Context: an optimization exercise on an open-source flow, tuned for small area. The choices shown serve that exercise and are no tape-out recipe.
In this exercise RTL edits were held to simulation tests only and were not proved equivalent to the original.
Power is estimated from default activity; no workload was simulated.

===== flow/design.v =====
package bfp_pkg;
  localparam int NUM_LANES      = 32;                  
  localparam int CODES_PER_WORD = 4;                   
  localparam int NUM_CODE_WORDS = NUM_LANES / CODES_PER_WORD;
  localparam logic [7:0] EXP_BIAS_SHIFT = 8'd15;
endpackage
`timescale 1ns/1ps
module wb_lane_regs (
  input  logic                             clk_i,
  input  logic                             rst_n_i,
  input  logic                             wr_i,       
  input  logic [4:0]                       idx_i,      
  input  logic [31:0]                      dat_i,
  output logic [bfp_pkg::NUM_LANES*32-1:0] lanes_o     
);
  logic [31:0] wdat;
  assign wdat = dat_i & {32{rst_n_i}};
  for (genvar i = 0; i < bfp_pkg::NUM_LANES; i++) begin : g_lane
    logic en;
    assign en = ~rst_n_i | (wr_i & (idx_i == i));
    always_ff @(posedge clk_i) begin
      if (en) lanes_o[32*i +: 32] <= wdat;
    end
  end
endmodule
`timescale 1ns/1ps
module shared_exp_calc (
  input  logic [bfp_pkg::NUM_LANES*8-1:0] exps_i,   
  output logic [7:0]                      shared_exp_o
);
  logic [7:0] max_exp;
  always_comb begin
    logic [bfp_pkg::NUM_LANES-1:0] cand;
    logic [bfp_pkg::NUM_LANES-1:0] bits;
    cand = '1;
    for (int k = 7; k >= 0; k--) begin
      for (int i = 0; i < bfp_pkg::NUM_LANES; i++) bits[i] = exps_i[8*i + k];
      max_exp[k] = |(cand & bits);
      cand = cand & (bits | {bfp_pkg::NUM_LANES{~max_exp[k]}});
    end
  end
  assign shared_exp_o = (max_exp[7:4] != 4'd0) ? (max_exp - bfp_pkg::EXP_BIAS_SHIFT) : 8'd0;
endmodule
`timescale 1ns/1ps
module lane_quantizer (
  input  logic [12:0] lane_i,         
  input  logic [7:0]  shared_exp_i,
  output logic [7:0]  code_o
);
  logic       sign;
  logic [7:0] exp;
  logic [3:0] frac;
  logic       below;
  logic       flush;
  logic [2:0] man;
  assign {sign, exp, frac} = lane_i;
  always_comb begin
    logic eq;
    below = 1'b0;
    eq    = 1'b1;
    for (int k = 7; k >= 0; k--) begin
      below = below | (eq & ~exp[k] & shared_exp_i[k]);
      eq    = eq & (exp[k] ~^ shared_exp_i[k]);
    end
  end
  assign flush = (exp == 8'd0) || below;
  assign man = (frac[3:1] == 3'd7) ? 3'd7 : (frac[3:1] + {2'b00, frac[0]});
  assign code_o = flush ? {sign, 7'd0} : {sign, 4'(exp[3:0] - shared_exp_i[3:0]), man};
endmodule
`timescale 1ns/1ps
module bfp_quant_top (
  input  logic        clk_i,
  input  logic        rst_n_i,
  input  logic        wb_cyc_i,
  input  logic        wb_stb_i,
  input  logic        wb_we_i,
  input  logic [5:0]  wb_adr_i,
  input  logic [31:0] wb_dat_i,
  output logic        wb_ack_o,
  output logic [31:0] wb_dat_o
);
  logic                             ack_q;
  logic                             accept;
  logic [bfp_pkg::NUM_LANES*32-1:0] lanes;
  logic [bfp_pkg::NUM_LANES*8-1:0]  exps;
  logic [7:0]                       shared_exp;
  logic [2:0]                       grp;        
  logic [127:0]                     grp_lanes;  
  logic [31:0]                      lane_word;
  logic [31:0]                      code_word;
  logic [31:0]                      rd_word;
  logic [31:0]                      rd_dat_q;
  assign accept = wb_cyc_i & wb_stb_i & ~ack_q;
  always_ff @(posedge clk_i) begin
    ack_q <= rst_n_i & accept;
  end
  wb_lane_regs i_wb_lane_regs (
    .clk_i   (clk_i),
    .rst_n_i (rst_n_i),
    .wr_i    (accept & wb_we_i & ~wb_adr_i[5]),
    .idx_i   (wb_adr_i[4:0]),
    .dat_i   (wb_dat_i),
    .lanes_o (lanes)
  );
  for (genvar i = 0; i < bfp_pkg::NUM_LANES; i++) begin : g_exp
    assign exps[8*i +: 8] = lanes[32*i + 23 +: 8];
  end
  shared_exp_calc i_shared_exp_calc (
    .exps_i       (exps),
    .shared_exp_o (shared_exp)
  );
  assign grp       = wb_adr_i[5] ? (wb_adr_i[2:0] - 3'd1) : wb_adr_i[4:2];
  always_comb begin
    grp_lanes = '0;
    for (int g = 0; g < 8; g++) begin
      grp_lanes = grp_lanes | (lanes[128*g +: 128] & {128{grp == 3'(g)}});
    end
    lane_word = '0;
    for (int j = 0; j < 4; j++) begin
      lane_word = lane_word | (grp_lanes[32*j +: 32] & {32{wb_adr_i[1:0] == 2'(j)}});
    end
  end
  for (genvar j = 0; j < bfp_pkg::CODES_PER_WORD; j++) begin : g_q
    lane_quantizer i_lane_quantizer (
      .lane_i       ({grp_lanes[32*j + 23 +: 9], grp_lanes[32*j + 19 +: 4]}),
      .shared_exp_i (shared_exp),
      .code_o       (code_word[8*j +: 8])
    );
  end
  always_comb begin
    rd_word = '0;
    if (!wb_adr_i[5]) begin
      rd_word = lane_word;
    end else if (wb_adr_i[4:0] == 5'd0) begin
      rd_word[7:0] = shared_exp;
    end else if (wb_adr_i[4:0] <= 5'd8) begin
      rd_word = code_word;
    end
  end
  always_ff @(posedge clk_i) begin
    rd_dat_q <= rd_word;
  end
  assign wb_ack_o = ack_q;
  assign wb_dat_o = rd_dat_q;
endmodule

===== flow/run.sh =====
#!/bin/bash
# synth_recipe.tcl (not shown) runs the flow's synth.tcl, then flattens the netlist and writes it again
# the make line also repeats each setting of config.mk as NAME=value (left out here)
make -C /OpenROAD-flow-scripts/flow DESIGN_CONFIG=/design/flow/config.mk WORK_HOME=/design/flow/orfs CLKGATE_MAP_FILE= SYNTH_SCRIPT=/design/flow/synth_recipe.tcl finish

===== flow/config.mk =====
export PLATFORM = sky130hd
export DESIGN_NAME = bfp_quant_top
export DESIGN_NICKNAME = bfp_quant_top
export VERILOG_FILES = /design/flow/design.v
export SDC_FILE = /design/flow/constraint.sdc
export NUM_CORES = 4
export LEC_CHECK = 0
export CAP_MARGIN = 20
export CORE_MARGIN = 2
export CORE_UTILIZATION = 55
export SLEW_MARGIN = 20

===== flow/constraint.sdc =====
create_clock -name core_clock -period 14.0 [get_ports {clk_i}]
set_input_delay 2.8000 -clock core_clock [delete_from_list [all_inputs] [get_ports {clk_i}]]
set_output_delay 2.8000 -clock core_clock [all_outputs]
set_load 0.01 [all_outputs]

==> results.sh <==
export IMPL_io_buffers=75
export IMPL_cp_start_kind="register"
export IMPL_final_cell_mix="edfxtp_1, a22oi_1, nand2_1"
export IMPL_post_route_period_util=0.9299
export IMPL_synth_edf_count=1024
export IMPL_grt_overflow_total=0
export IMPL_fmax_ghz=0.07681
export IMPL_rows=104
export IMPL_setup_viol=0
export IMPL_pwr_share_clk=0.347
export IMPL_required_ns=14.51
export IMPL_grt_max_degree=101
export IMPL_worst_hold_path_type="register to register"
export IMPL_async_reset_ff_frac=0
export IMPL_setup_tns_ns=0
export IMPL_drtIter0Drc=5287
export IMPL_path_delay_family="simple AND/OR/NAND/NOR gates"
export IMPL_seq_area_sq_um=31410
export IMPL_clock_sinks=1057
export IMPL_cp_depth=40
export IMPL_syn_area_sq_um=44750
export IMPL_cts_hold_buf=0
export IMPL_pwr_share_comb=0.168
export IMPL_slew_viol_final=0
export IMPL_post_route_min_period_ns=13.02
export IMPL_finalWeightedCongestion=1.022
export IMPL_cts_tree="yes"
export IMPL_multiInputGateArea_sq_um=12690
export IMPL_cts_resized_gates=0
export IMPL_slowest_stage="nor2_4"
export IMPL_final_common_cell="edfxtp_1"
export IMPL_initial_core_util=0.5555
export IMPL_synth_area_leaders="edfxtp_1, a22oi_1, a221oi_1, o21ai_0, dfxtp_1"
export IMPL_h_tree_depth=3
export IMPL_yosysWarnings=4
export IMPL_powerDensity_nw_per_um2=160.8
export IMPL_drt_first_pass_iters=6
export IMPL_grt_pass1_wl_microns=241600
export IMPL_syn_to_final_growth_pct=13.36
export IMPL_post_drt_via_cell_ratio=7.573
export IMPL_p_switching_mw=2.381
export IMPL_gr_usage_all_layers=0.4197
export IMPL_fin_nets=3220
export IMPL_syn_area_per_cell_sq_um=14.58
export IMPL_netlist_instances=3069
export IMPL_pwr_share_seq=0.485
export IMPL_power_internal_mw=5.775
export IMPL_synth_seq_cells=1057
export IMPL_tightest_slew_ns=1.171
export IMPL_status="finished clean"
export IMPL_hold_slack_ns=0.5913
export IMPL_core_area_sq_um=80550
export IMPL_route_antenna_remaining_nets=0
export IMPL_post_cts_buffers=0
export IMPL_cts_buffers=103
export IMPL_path_clk_slew_ns=0.06
export IMPL_wirelength_microns=175800
export IMPL_criticalPathCategory="register to register"
export IMPL_power_switching_share=0.2920
export IMPL_critPathArrivalTime_ns=13.52
export IMPL_clock_path_buffers=3
export IMPL_finalHoldViolations=0
export IMPL_vias=32520
export IMPL_max_slew_margin=0.2195
export IMPL_hpwl_microns=108900
export IMPL_power_leakage_nw=16.86
export IMPL_detail_route_wl_per_cell_microns=40.95
export IMPL_syn_num_nets=3145
export IMPL_cts_root_buf="clkbuf_16"
export IMPL_vdd_drop_max_mv=0.1613
export IMPL_synth_flop_cell="edfxtp_1"
export IMPL_die_w_microns=289.2
export IMPL_crit_top_cell="nand4_1"
export IMPL_antenna_found_initial=4
export IMPL_drc=0
export IMPL_die_area_sq_um=83650
export IMPL_hold_depth=1
export IMPL_ys_seq_area_frac=0.7020
export IMPL_drv_cap=0
export IMPL_drive_gt1_frac=0.1070
export IMPL_clock_skew_ns=0.06523
export IMPL_path_buf_inv=4
export IMPL_fillers=5751
export IMPL_synth_area_leader_cell="edfxtp_1"
export IMPL_end_kind="register"
export IMPL_power_mw=8.156
export IMPL_yosysTopAreaCellShare=0.6872
export IMPL_io_pins=76
export IMPL_die_height_microns=289.2
export IMPL_cp_slowest_stage_delay_ns=0.82
export IMPL_synthDistinctLibCells=89
export IMPL_reg2reg_depth=40
export IMPL_grt_pass1_vias=30500
export IMPL_insertion_delay_ns=0.72
export IMPL_rsz0062_at_grt="false"
export IMPL_critPathMaxFanout=100
==> final timing paths <==
path / from / endpoint / slack, ns
min reg2reg: ack_q$_DFF_P_ / ack_q$_DFF_P_ / 0.59
max reg2reg: i_wb_lane_regs.lanes_o[158]$_DFFE_PP_ / rd_dat_q[13]$_DFF_P_ / 0.98
max: i_wb_lane_regs.lanes_o[158]$_DFFE_PP_ / rd_dat_q[13]$_DFF_P_ / 0.98
min: ack_q$_DFF_P_ / ack_q$_DFF_P_ / 0.59
==> cells in the mapped netlist (all sizes together) (5+ instances only) <==
cell type / n
dfxtp: 33
o2111ai: 64
nor3: 8
nor2: 64
o32ai: 7
xor2: 12
and2: 41
a21boi: 5
nand4: 87
a22o: 59
nand2: 125
xnor2: 8
o211ai: 81
a21oi: 122
a21o: 8
o22a: 7
nor4: 32
or4: 5
o21ai: 156
inv: 88
a2111oi: 8
ha: 29
o41ai: 6
buf: 67
o22ai: 56
edfxtp: 1024
a2111o: 8
o21a: 44
a31oi: 16
o221ai: 25
and3: 6
a22oi: 340
clkbuf: 121
o211a: 26
mux2i: 53
nand3: 66
a221oi: 93
nor2b: 7
nand2b: 5
==> flip-flops by register name (all words and copies together) (netlist names) <==
register and flops:
ack_q 1, i_wb_lane_regs.lanes_o 1024, rd_dat_q 32
==> power groups by stage <==
| stage | clock network, mW | logic, mW | registers, mW |
|---|---|---|---|
| 2_1_floorplan | 0 | 0.804 | 3.93 |
| 3_3_place_gp | 0 | 1.31 | 4.00 |
| 3_5_place_dp | 0 | 1.31 | 4.01 |
| 4_1_cts | 2.84 | 1.33 | 3.95 |
| 5_1_grt | 2.95 | 1.43 | 3.97 |
| 6_report | 2.83 | 1.37 | 3.96 |
==> cells by family (layout without fill, tap and decap cells) <==
| family | after synthesis | in the layout | share of synthesized area |
|---|---|---|---|
| compound gates | 1166 | 1166 | 0.1906 |
| xor+xnor | 20 | 20 | 0.003915 |
| fa+ha+maj | 36 | 36 | 0.01060 |
| buf+inv | 276 | 440 | 0.02581 |
| flops | 1057 | 1057 | 0.7020 |
| mux | 53 | 53 | 0.01194 |
| other cells | 0 | 1 | 0 |
| simple gates | 461 | 461 | 0.05517 |
==> routing by layer <==
metal	global-route usage	share of wire	up-vias
met5	0	0.00011	-
met4	0.2344	0.067	2
met3	0.09276	0.13	591
met2	0.6335	0.45	2915
met1	0.5695	0.36	16070
li1	-	-	12940
==> stage by stage <==
step | util | area (sq um) | setup WS [ns] | cells
after CTS | 0.6291 | 50670 | 1.394 | 4291
final | 0.6298 | 50720 | 0.9811 | 4294
after global placement | 0.5852 | 47140 | 1.449 | 4096
after detailed placement | 0.5856 | 47170 | 1.460 | 4097
after floorplan | - | 44750 | 5.513 | 3069
after global routing | 0.6297 | 50720 | 0.3439 | 4293
==> cell type report <==
class / count / area share
sequential: 1057 / 0.6192
multi-input combinational: 1736 / 0.2501
clock buffer: 136 / 0.05641
timing repair buffer: 158 / 0.02879
tap: 1060 / 0.02615
clock inverter: 58 / 0.01273
inverter: 88 / 0.006512
antenna: 1 / 0.00004933

## separate check: timing with driven ports
The flow's constraints put no driver on any port. The routed layout listed below was extracted and timed again, unchanged, in two steps. Step 1, drivers: a clkbuf_16 drives clk_i and a buf_2 each remaining input, both assumed. Step 2 times the ports against the registers' clock, not the clock port: input delays grow and output delays shrink by t, the midpoint of the rising clock arrivals with the driver on. a / b / c = ideal / step 1 / step 2; a / b = the first two.
t (ns): 0.762
setup WS [ns]: 0.981 / 0.981 / 0.981
latest minus earliest clock arrival (ns): 0.071 / 0.071
cell pins on the clock port's net: 1
After both steps this run still meets setup and hold. The setup slack of this run moves by 0.000 ns with the drivers and by 0.000 ns with both steps.
